Background: an optimization exercise with open tools, aiming at small area, a short achievable clock period and few clock cycles per item. Do not read the settings as production practice. Function was not checked in any run shown here: the RTL went through the layout flow alone.

<file path="run.sh">
#!/bin/bash
# synth_recipe.tcl (not shown) runs the flow's synth.tcl, then flattens the netlist and writes it again
# the make line also repeats each setting of config.mk as NAME=value (left out here)
make -C /OpenROAD-flow-scripts/flow DESIGN_CONFIG=/design/flow/config.mk WORK_HOME=/design/flow/orfs CLKGATE_MAP_FILE= SYNTH_SCRIPT=/design/flow/synth_recipe.tcl finish
</file>
<file path="config.mk">
export PLATFORM = sky130hd
export DESIGN_NAME = stepper_ramp_pwm_rate_generator_top
export DESIGN_NICKNAME = stepper_ramp_pwm_rate_generator_top
export VERILOG_FILES = /design/flow/design.v
export SDC_FILE = /design/flow/constraint.sdc
export NUM_CORES = 4
export LEC_CHECK = 0
export CAP_MARGIN = 20
export CORE_MARGIN = 2
export CORE_UTILIZATION = 40
export SLEW_MARGIN = 20
</file>
<file path="constraint.sdc">
create_clock -name core_clock -period 8.0 [get_ports {clk}]
set_input_delay 1.6000 -clock core_clock [delete_from_list [all_inputs] [get_ports {clk}]]
set_output_delay 1.6000 -clock core_clock [all_outputs]
set_load 0.01 [all_outputs]
</file>
<file path="design.v">
`default_nettype none
package srpg_pkg;
    localparam int DIV_FRAC_BITS_DEF = 4;
    localparam int CLK_W             = 28;
    localparam int DIVISOR_W         = 32;
    localparam int DIV_INT_MAX       = 255;
    localparam int WRAP_MIN          = 10;
    localparam int WRAP_MAX          = 65535;
    typedef enum logic [1:0] {
        OP_START = 2'd0,
        OP_TICK  = 2'd1,
        OP_STOP  = 2'd2
    } opcode_t;
    typedef enum logic [1:0] {
        REG_MAX_RATE      = 2'd0,
        REG_RAMP_STEP     = 2'd1,
        REG_RAMP_INTERVAL = 2'd2,
        REG_SYS_CLOCK     = 2'd3
    } reg_index_t;
    typedef struct packed {
        logic        forward;
        logic [15:0] requested_rate;
        logic [31:0] now_ms;
        logic [1:0]  opcode;
    } item_t;
    typedef struct packed {
        logic [15:0] max_rate;
        logic [15:0] ramp_step;
        logic [15:0] ramp_interval_ms;
    } ramp_cfg_t;
    typedef struct packed {
        logic [15:0] rate;
        logic        direction;
        logic        reprog;
    } ramp_status_t;
endpackage
`default_nettype wire
`default_nettype none
`default_nettype wire
`default_nettype none
`default_nettype wire
`default_nettype none
module stepper_ramp_pwm_rate_generator_top #(
    parameter int K = 2
) (
    input  wire logic        clk,
    input  wire logic        rst_n,
    input  wire logic        cfg_we,
    input  wire logic [1:0]  cfg_addr,
    input  wire logic [27:0] cfg_wdata,
    input  wire logic        s_tvalid,
    output logic             s_tready,
    input  wire logic [55:0] s_tdata,
    output logic             m_tvalid,
    input  wire logic        m_tready,
    output logic [63:0]      m_tdata
);
    localparam int NCYC = (28 + K - 1) / K;    
    localparam int T    = NCYC * K;            
    localparam int CW   = $clog2(NCYC);
    logic [15:0] max_rate_reg;
    logic [15:0] ramp_step_reg;
    logic [15:0] ramp_interval_reg;
    logic [27:0] sys_clock_reg;
    always_ff @(posedge clk or negedge rst_n)
    begin
        if (!rst_n)
        begin
            max_rate_reg      <= 16'd65535;
            ramp_step_reg     <= 16'd100;
            ramp_interval_reg <= 16'd10;
            sys_clock_reg     <= 28'd125000000;
        end
        else if (cfg_we)
        begin
            case (cfg_addr)
                2'd0:    max_rate_reg      <= cfg_wdata[15:0];
                2'd1:    ramp_step_reg     <= cfg_wdata[15:0];
                2'd2:    ramp_interval_reg <= cfg_wdata[15:0];
                default: sys_clock_reg     <= cfg_wdata;
            endcase
        end
    end
    logic [1:0]  in_op;
    logic [31:0] in_now;
    logic [15:0] in_req;
    logic        in_fwd;
    assign in_op  = s_tdata[1:0];
    assign in_now = s_tdata[33:2];
    assign in_req = s_tdata[49:34];
    assign in_fwd = s_tdata[50];
    logic        running_reg;
    logic [15:0] cur_reg;
    logic [15:0] tgt_reg;
    logic [31:0] last_reg;
    logic        dir_reg;
    logic        reprog_reg;
    logic        pre_ok;       
    logic        f_tick;       
    logic        f_req_lt;     
    logic        f_step_gt;    
    logic        f_sum_gt;     
    logic        f_tick_gt;    
    logic        f_cur_gt;     
    logic [15:0] step_clamp;
    logic [31:0] elapsed;
    logic [16:0] sum;
    logic [15:0] tick_rate;
    always_comb
    begin
        step_clamp = (ramp_step_reg < max_rate_reg) ? ramp_step_reg : max_rate_reg;
        elapsed    = in_now - last_reg;
        sum        = {1'b0, cur_reg} + {1'b0, ramp_step_reg};
        tick_rate  = f_sum_gt ? tgt_reg : sum[15:0];
    end
    logic accept;
    always_ff @(posedge clk or negedge rst_n)
    begin
        if (!rst_n)
            pre_ok <= 1'b0;
        else
            pre_ok <= s_tvalid && !accept;
    end
    logic [15:0] tick_pre;
    always_comb
        tick_pre = (sum > {1'b0, tgt_reg}) ? tgt_reg : sum[15:0];
    always_ff @(posedge clk)
    begin
        f_tick    <= running_reg && (cur_reg < tgt_reg) && !elapsed[31]
                     && (elapsed >= {16'd0, ramp_interval_reg});
        f_req_lt  <= in_req < max_rate_reg;
        f_step_gt <= step_clamp > in_req;
        f_sum_gt  <= sum > {1'b0, tgt_reg};
        f_tick_gt <= tick_pre > max_rate_reg;
        f_cur_gt  <= cur_reg > max_rate_reg;
    end
    logic [15:0] req_clamp;
    logic [15:0] start_rate;
    logic [15:0] eff_next;
    always_comb
    begin
        req_clamp  = f_req_lt ? in_req : max_rate_reg;
        start_rate = (f_req_lt && f_step_gt) ? in_req : step_clamp;
        case (in_op)
            2'd0:    eff_next = start_rate;
            2'd1:    eff_next = f_tick ? (f_tick_gt ? max_rate_reg : tick_rate)
                                       : (f_cur_gt ? max_rate_reg : cur_reg);
            2'd2:    eff_next = 16'd0;
            default: eff_next = f_cur_gt ? max_rate_reg : cur_reg;
        endcase
    end
    always_ff @(posedge clk or negedge rst_n)
    begin
        if (!rst_n)
        begin
            running_reg <= 1'b0;
            cur_reg     <= '0;
            tgt_reg     <= '0;
            last_reg    <= '0;
            dir_reg     <= 1'b0;
            reprog_reg  <= 1'b0;
        end
        else if (accept)
        begin
            case (in_op)
                2'd0:
                begin
                    running_reg <= 1'b1;
                    dir_reg     <= in_fwd;
                    tgt_reg     <= req_clamp;
                    cur_reg     <= start_rate;
                    last_reg    <= in_now;
                    reprog_reg  <= 1'b1;
                end
                2'd1:
                begin
                    reprog_reg <= f_tick;
                    if (f_tick)
                    begin
                        cur_reg  <= tick_rate;
                        last_reg <= in_now;
                    end
                end
                2'd2:
                begin
                    running_reg <= 1'b0;
                    cur_reg     <= '0;
                    tgt_reg     <= '0;
                    reprog_reg  <= 1'b1;
                end
                default:
                begin
                    reprog_reg <= 1'b0;
                end
            endcase
        end
    end
    logic          busy_reg;
    logic          fin_reg;
    logic [CW-1:0] cnt_reg;
    logic [15:0]   den_reg;
    logic [15:0]   rem_reg;
    logic [T-1:0]  quo_reg;
    logic [15:0]   rem_c;
    logic [T-1:0]  quo_c;
    logic [16:0]   sh;
    logic [17:0]   df;
    always_comb
    begin
        rem_c = rem_reg;
        quo_c = quo_reg;
        for (int i = 0; i < K; i++)
        begin
            sh    = {rem_c, quo_c[T-1]};
            df    = {1'b0, sh} - {2'b00, den_reg};
            quo_c = {quo_c[T-2:0], ~df[17]};
            rem_c = df[17] ? sh[15:0] : df[15:0];
        end
    end
    logic [31:0] dividend;
    assign dividend = {sys_clock_reg, 4'b0000};
    always_ff @(posedge clk)
    begin
        if (accept)
        begin
            den_reg <= eff_next;
            rem_reg <= 16'(dividend[31:T]);
            quo_reg <= dividend[T-1:0];
        end
        else
        begin
            rem_reg <= rem_c;
            quo_reg <= quo_c;
        end
    end
    logic        ovf;
    logic        zero;
    logic [11:0] qx;
    logic [15:0] qr;
    logic        cc;
    logic [12:0] dv;
    logic        lo;
    logic        hi;
    logic [15:0] qw;
    logic [15:0] wlow;
    logic [11:0] div_o;
    logic [15:0] wrap_o;
    always_comb
    begin
        zero  = (den_reg == 16'd0);
        ovf   = (den_reg[15:4] == 12'd0) && (sys_clock_reg[27:24] >= den_reg[3:0]);
        qx    = quo_reg[27:16];
        qr    = quo_reg[15:0];
        cc    = qr >= {4'hF, ~qx};
        dv    = {1'b0, qx} + {12'd0, cc};
        lo    = !ovf && (dv < 13'd16);
        hi    = ovf || (dv > 13'd4080);
        qw    = quo_reg[19:4];
        wlow  = (qw < 16'd11) ? 16'd10 : qw - 16'd1;
        div_o = lo ? 12'd16 : (hi ? 12'd4080 : dv[11:0]);
        if (lo)
            wrap_o = wlow;
        else if (hi || !cc)
            wrap_o = 16'd65535;
        else
            wrap_o = 16'd65534;
    end
    logic        mv_reg;
    logic        o_en;
    logic [11:0] o_div;
    logic [15:0] o_wrap;
    logic [15:0] o_rate;
    logic        o_dir;
    logic        o_rep;
    logic        cap;
    assign cap      = fin_reg && (!mv_reg || m_tready);
    assign s_tready = pre_ok && !busy_reg && !mv_reg;
    assign accept   = s_tvalid && s_tready;
    always_ff @(posedge clk or negedge rst_n)
    begin
        if (!rst_n)
        begin
            busy_reg <= 1'b0;
            fin_reg  <= 1'b0;
            cnt_reg  <= '0;
            mv_reg   <= 1'b0;
        end
        else
        begin
            if (accept)
            begin
                busy_reg <= 1'b1;
                cnt_reg  <= '0;
            end
            else if (busy_reg)
            begin
                cnt_reg <= cnt_reg + CW'(1);
                if (cnt_reg == CW'(NCYC - 1))
                begin
                    busy_reg <= 1'b0;
                    fin_reg  <= 1'b1;
                end
            end
            if (cap)
            begin
                fin_reg <= 1'b0;
                mv_reg  <= 1'b1;
            end
            else if (m_tready)
                mv_reg  <= 1'b0;
        end
    end
    always_ff @(posedge clk)
    begin
        if (cap)
        begin
            o_en   <= !zero;
            o_div  <= zero ? 12'd0 : div_o;
            o_wrap <= zero ? 16'd0 : wrap_o;
            o_rate <= cur_reg;
            o_dir  <= dir_reg;
            o_rep  <= reprog_reg;
        end
    end
    assign m_tvalid = mv_reg;
    assign m_tdata  = {2'b00, o_rep, o_dir, o_rate, o_wrap[15:1], o_wrap,
                       o_div, o_en};
endmodule
`default_nettype wire
</file>
==> impl_metrics.toml, run 1 <==
[clock_network]
clock_latency_ps = 550
cts_sinks = 264
postCtsSetupBuffers = 0
cts_buffer_depth = 3
h-tree-depth = 2
post_cts_resized = 0
cts_buffers = 34
path_clk_slew_ps = 60
hold_buffers = 0
root_buffer = "clkbuf_16"
cts_tree = "yes"

[logic_synthesis]
async_flop_share = 0.5720
synthCells = 2094
ys_ff_latch = 264
synth_seq_area_share = 0.3509
postSynthAreaPerCell_sq_um = 9.136
syn_area_sq_um = 19130
synth_warnings = 1
synth-main-ff-cell = "dfrtp_1"
synth_edf_count = 63
ys_types = 76

[floorplan]
io_pins = 157
die_h_um = 222.7
rows = 80
start_util = 0.4032
fp.dieW_um = 222.7
dieArea_sq_um = 49590
core_area_sq_um = 47450

[sta]
timing.final.crit_period_ps = 6513
finalSetupViolations = 0
worst_slew_pin_slew_ps = 984.7
totalNegativeSetupSlack_ps = 0
report.final.hold_viol_count = 0
slew_violations = 0
skew_ps = 18.67
relSlewSlack = 0.3352
rsz0062_at_grt = "no"
period_share = 0.8141
fmax_mhz = 153.5

[route]
postRouteAntennaNets = 0
first_iter_violations = 889
wl_per_cell_um = 18.82
via_per_inst = 5.492
drc = 0
dr_total_vias = 15600
wl_um = 53460
dr.pass1.iters = 5

[finish]
syn_to_final_growth_pct = 15.67
drive_gt1_frac = 0.09802
final_common_cell = "ha_1"
fin_nets = 2523
fill_cells = 4568
final_cell_mix = "230 x ha_1, 219 x nand2_1, 175 x o21ai_0"
design_area_sq_um = 22130
instances_no_fill = 2840
largest_reg_flops = 32

[global_routing]
grt_pass1_wl_um = 84440
grt_remaining_overflow = 0
grt_usage = 0.2142
grt_start_max_net_pins = 91
antenna_found_initial = 2
grt_pass1_vias = 15400

[setup_path]
reg2reg_to = "f_tick_gt$_DFF_P_"
startpoint = "s_tdata[2]"
ff2ff_path_depth = 30
critPathArrivalTime_ps = 6940
slowest_stage = "or4_1"
crit_chain = "clkdlybuf4s50_1 -> inv_1 -> ha_1 -> inv_1 -> fa_1 -> a211oi_1 -> o21ai_0 -> a41oi_1 -> o21ai_0 -> xor2_1 -> ha_1 -> a21oi_1 -> o221ai_1 -> nor4_1 -> o2111ai_1 -> or4_1 -> nor4_1 -> nand4_1 -> or4_1 -> nor4_2 -> a31oi_1"
critPathRequiredTime_ps = 8430
worstPathMaxFanout = 4
cp-start-kind = "input port"
cp-end-kind = "flop"
reg2reg_slack_ps = 1790
max_stage_delay_ps = 550
endpoint = "f_tick$_DFF_P_"
critical_path_class = "input port to flop"
r2r_start = "ramp_step_reg[0]$_DFFE_PN0P_"

[hold_path]
hold_path.class = "flop to flop"
min_path_cells = 0

[placed_design]
numPlacedInstances = 2777
routabilityCongestion = 0.9596
hpwl_um = 40990
io_buffers = 149
placed_area_sq_um = 21010

[flow_run]
maxCapViolations = 0

[outcome]
outcome = "timing/DRC/antenna clean"
==> how the worst min path moves through the flow <==
stage | from | endpoint | slack, ps
2_1_floorplan | dir_reg$_DFFE_PN0P_ | o_dir$_DFFE_PP_ | 420
3_3_place_gp | dir_reg$_DFFE_PN0P_ | o_dir$_DFFE_PP_ | 440
3_5_place_dp | dir_reg$_DFFE_PN0P_ | o_dir$_DFFE_PP_ | 430
4_1_cts | dir_reg$_DFFE_PN0P_ | o_dir$_DFFE_PP_ | 450
5_1_grt | dir_reg$_DFFE_PN0P_ | o_dir$_DFFE_PP_ | 450
6_report | dir_reg$_DFFE_PN0P_ | o_dir$_DFFE_PP_ | 450
==> worst max-delay path, delay by kind of cell <==
| kind | cells | cell delay, ps |
|---|---|---|
| simple gates | 6 | 1930 |
| buf+inv | 3 | 540 |
| xor+xnor | 1 | 190 |
| compound gates | 8 | 1900 |
| fa+ha+maj | 3 | 780 |
==> through the flow <==
stage	setup slack, ps	hold slack (ps)	utilization
2_1_floorplan	2277	419.4	-
3_3_place_gp	1190	436.6	0.4428
3_5_place_dp	1041	433.3	0.4428
4_1_cts	1596	445.9	0.4663
5_1_grt	1091	451.8	0.4664
6_report	1487	446.8	0.4664
==> cell type report <==
| class | instances | area [sq um] | area share |
|---|---|---|---|
| Timing Repair Buffer | 163 | 1598 | 0.07220 |
| Sequential cell | 264 | 6715 | 0.3035 |
| Clock inverter | 9 | 90.09 | 0.004071 |
| Multi-Input combinational cell | 1567 | 11300 | 0.5106 |
| Tap cell | 615 | 769.5 | 0.03477 |
| Clock buffer | 53 | 1025 | 0.04631 |
| Inverter | 168 | 630.6 | 0.02850 |
| Antenna cell | 1 | 2.502 | 0.0001131 |
==> cells in the mapped netlist, types with 10 or more instances <==
cell      count  area (sq um)
ha_1        230          2878
nand2_1     219         822.0
o21ai_0     175         875.8
inv_1       166         623.1
a21oi_1     126         630.6
nor2_1      125         469.2
dfrtp_1     117          2928
mux2_2       94          1059
mux2i_1      66         660.6
edfxtp_1     63          1892
xnor2_1      55         481.7
clkbuf_1     52         195.2
dfxtp_1      50          1001
a21o_1       41         307.8
nand3_1      41         205.2
dfstp_2      34         893.4
nor3_1       33         165.2
nand4_1      29         181.4
xor2_1       28         245.2
nor2b_1      27         168.9
nand2b_1     24         150.1
buf_4        22         165.2
a31oi_1      20         125.1
o21a_1       19         142.6
and2_1       15         93.84
nor4_1       15         93.84
o211ai_1     15         112.6
a211oi_1     14         105.1
o21bai_1     13         97.59
o31ai_1      10         75.07
==> cells by family (layout without fill, tap and decap cells) <==
kind of cell / count (synthesis) / after routing / synth area share
AO/OA/AOI/OAI: 511 / 511 / 0.1646
XOR/XNOR: 83 / 83 / 0.03800
adder cells (fa/ha/maj): 234 / 234 / 0.1546
buffers and inverters: 264 / 393 / 0.05991
flip-flops: 264 / 264 / 0.3509
multiplexers: 160 / 160 / 0.08986
other: 1 / 3 / 0.0001960
AND/OR/NAND/NOR: 577 / 577 / 0.1419
==> routing by layer <==
metal	global-route usage	vias to the layer above	share of wire
met4	0.08746	0	0.037
met3	0.03240	105	0.053
li1	-	7676	-
met2	0.3605	396	0.47
met1	0.2749	7420	0.44
met5	0	-	0
==> run 2, diff against run 1 <==
--- a/design.v
+++ b/design.v
@@ -41,7 +41,7 @@
 `default_nettype wire
 `default_nettype none
 module stepper_ramp_pwm_rate_generator_top #(
-    parameter int K = 2
+    parameter int K = 4
 ) (
     input  wire logic        clk,
     input  wire logic        rst_n,
==> run 2 against run 1 <==
The layout now fails its checks (negative setup slack). Maximum frequency fell by 25%. Sequential cell count shrank 1. Synthesized area grew 8.3%. Non-clock buffer count increased by 209. Critical endpoint is now rem_reg[11]$_SDFF_PP0_. First-iteration DRC count increased by 19%.
==> impl_metrics.toml, run 2 <==
[logic_synthesis]
synth_area_leaders = "ha_1 16%, dfrtp_1 14%, edfxtp_1 9.1%"
synth_seq_area_share = 0.3230
yosys.area_share.xor_xnor = 0.04229
synth_top_area_cell = "ha_1"
yosysMostFrequentCell = "ha_1"
async_flop_share = 0.5703
synth_edf_count = 63
synth-main-ff-cell = "dfrtp_1"
ys_types = 81
synth_warnings = 1
synth_top_family_by_area = "compound AO/OA/AOI/OAI gates"
synth_common_cells = "262 x ha_1, 224 x nand2_1, 170 x o21ai_0"
ys_ff_latch = 263
synthCells = 2247
syn_area_sq_um = 20710
synth_fa_ha_area_frac = 0.1641
synth_top_area_share = 0.1583
postSynthAreaPerCell_sq_um = 9.217
synthSimpleGateAreaFrac = 0.1326
synth_mux_area_frac = 0.1126
synth_compound_area_frac = 0.1757

[sta]
finalSetupViolations = 17
fmax_mhz = 114.4
setup_slack_ps = -741.2
rsz0062_at_grt = "yes"
slew_violations = 0
report.final.hold_viol_count = 0
period_share = 1.093
timing.final.crit_period_ps = 8741
totalNegativeSetupSlack_ps = -11260
relSlewSlack = 0.2762
skew_ps = 19.25
hold_slack_ps = 449.1
worst_slew_pin_slew_ps = 1084

[finish]
fin_nets = 2925
largest_reg_flops = 32
final_common_cell = "ha_1"
final_cell_mix = "248 x ha_1, 222 x nand2_1, 211 x buf_4"
n_antenna_cell = 0
drive_gt1_frac = 0.2045
instances_no_fill = 3272
syn_to_final_growth_pct = 26.16

[hold_path]
hold_path.class = "flop to flop"

[setup_path]
cp-start-kind = "flop"
worstPathMaxFanout = 8
max_stage_delay_ps = 420
slowest_stage = "edfxtp_1"
critPathRequiredTime_ps = 8410
critical_path_class = "flop to flop"
critical_path_buf_inv_count = 8
critical-path-top-delay-family = "compound AO/OA/AOI/OAI gates"
cp-end-kind = "flop"
critPathArrivalTime_ps = 9150

[route]
postRouteAntennaNets = 0
wl_met1_um = 28130
dr_total_vias = 17880
first_iter_violations = 1056
met3_wirelength_um = 2800
top_layer_used = "met5"
wl_um = 61190
wl_met2_um = 28870
dr.pass1.iters = 5
via_per_inst = 5.465
drc = 0
wl_per_cell_um = 18.70

[placed_design]
post-place-ws_ps = -1428
numPlacedInstances = 3183
io_buffers = 149
hpwl_um = 47690
routabilityCongestion = 0.9333

[global_routing]
grt_remaining_overflow = 0
antenna_found_initial = 3
grt_pass1_vias = 17770
grt_pass1_wl_um = 96170
grt_start_max_net_pins = 80
grt_usage = 0.2258

[clock_network]
cts_tree = "yes"
cts_buffers = 34
cts_sinks = 263
cts_buffer_depth = 3
hold_buffers = 0
clock_latency_ps = 550
h-tree-depth = 2
path_clk_slew_ps = 60
root_buffer = "clkbuf_16"

[flow_run]
maxCapViolations = 0

[floorplan]
dieArea_sq_um = 53610
core_area_sq_um = 51300
start_util = 0.4037
fp.dieW_um = 231.5
die_h_um = 231.5
rows = 83
io_pins = 157

[outcome]
so.violations = "negative setup slack"
outcome = "complete, but fails checks"
==> run 2: final timing paths <==
| check | slack, ps | endpoint | depth (start not counted) | from |
|---|---|---|---|---|
| max | -740 | rem_reg[11]$_SDFF_PP0_ | 44 | den_reg[1]$_DFFE_PP_ |
| min | 450 | o_dir$_DFFE_PP_ | 0 | dir_reg$_DFFE_PN0P_ |
| max reg2reg | -740 | rem_reg[11]$_SDFF_PP0_ | 44 | den_reg[1]$_DFFE_PP_ |
| min reg2reg | 450 | o_dir$_DFFE_PP_ | 0 | dir_reg$_DFFE_PN0P_ |
| max in group asynchronous | 5480 | sys_clock_reg[19]$_DFFE_PN0P_ | 2 | rst_n |
| min in group asynchronous | 1080 | last_reg[18]$_DFFE_PN0P_ | 1 | rst_n |
==> run 2: what timing repair did <==
action | in CTS | in global routing
buffers inserted | 21 | 5
cloned | 1 | 0
resized for setup | 50 | 20
pin swaps | 21 | 13
setup endpoints to repair | 17 | 17
==> run 2: stage by stage <==
step | area (sq um) | util
floorplan | 20910 | -
global placement | 24320 | 0.4741
detailed placement | 24330 | 0.4742
CTS | 26020 | 0.5071
global route | 26130 | 0.5093
finish | 26130 | 0.5093
==> run 2: cell type report <==
cell class | instances | area, sq um
multi-input combinational | 1734 | 13500
clock inverter | 16 | 257.7
timing repair buffer | 372 | 3239
clock buffer | 46 | 987.2
tap | 680 | 850.8
sequential | 263 | 6689
inverter | 161 | 606.8
fill | 4771 | 25170
==> run 2: logic make-up after synthesis <==
group | Yosys count
simple gates | 578
compound gates | 570
fa+ha+maj | 268
flops | 263
buf+inv | 251
mux | 216
xor+xnor | 100
other cells | 1
==> run 2: worst reg2reg max path, delay by kind of cell (launching register included) <==
kind                       cells  cell delay (ps)
adders and majority gates      4              960
muxes                          5             1150
DFF                            1              420
and+or+nand+nor                6              720
buffers and inverters          8             1160
AOI/OAI and AO/OA             21             4170
==> run 2: layer usage <==
layer  vias up  GRT usage
met4         6    0.05669
li1       8768          -
met3        95    0.03433
met5         -          0
met2       411     0.3827
met1      8601     0.3008

## static timing again, ports no longer ideal
How much do the figures lean on ideal ports? The routed layouts below were timed once more, with nothing changed but the port constraints.
Step 1, drivers: a clkbuf_16 drives clk and a buf_2 each remaining input, both assumed.
Step 2 moves the port delays by t, midway between the first and last clock arrival at a register: inputs arrive t later, outputs are due t later. That takes back most of the time a late clock gives input paths.
a / b / c = ideal / step 1 / step 2; a / b = the first two.
run	shift t [ns]	slack for setup (ns)	clock arrival spread, ns	slew at the worst register clock pin (ns)	pins driven straight from the clock port
run 1	0.592	1.487 / 1.522 / 0.930	0.020 / 0.020	0.06 / 0.06	1
run 2	0.603	-0.741 / -0.741 / -0.741	0.024 / 0.024	0.06 / 0.06	1
The setup slack of run 1, which loses most, moves by +0.035 ns with the drivers and by -0.557 ns with both steps.
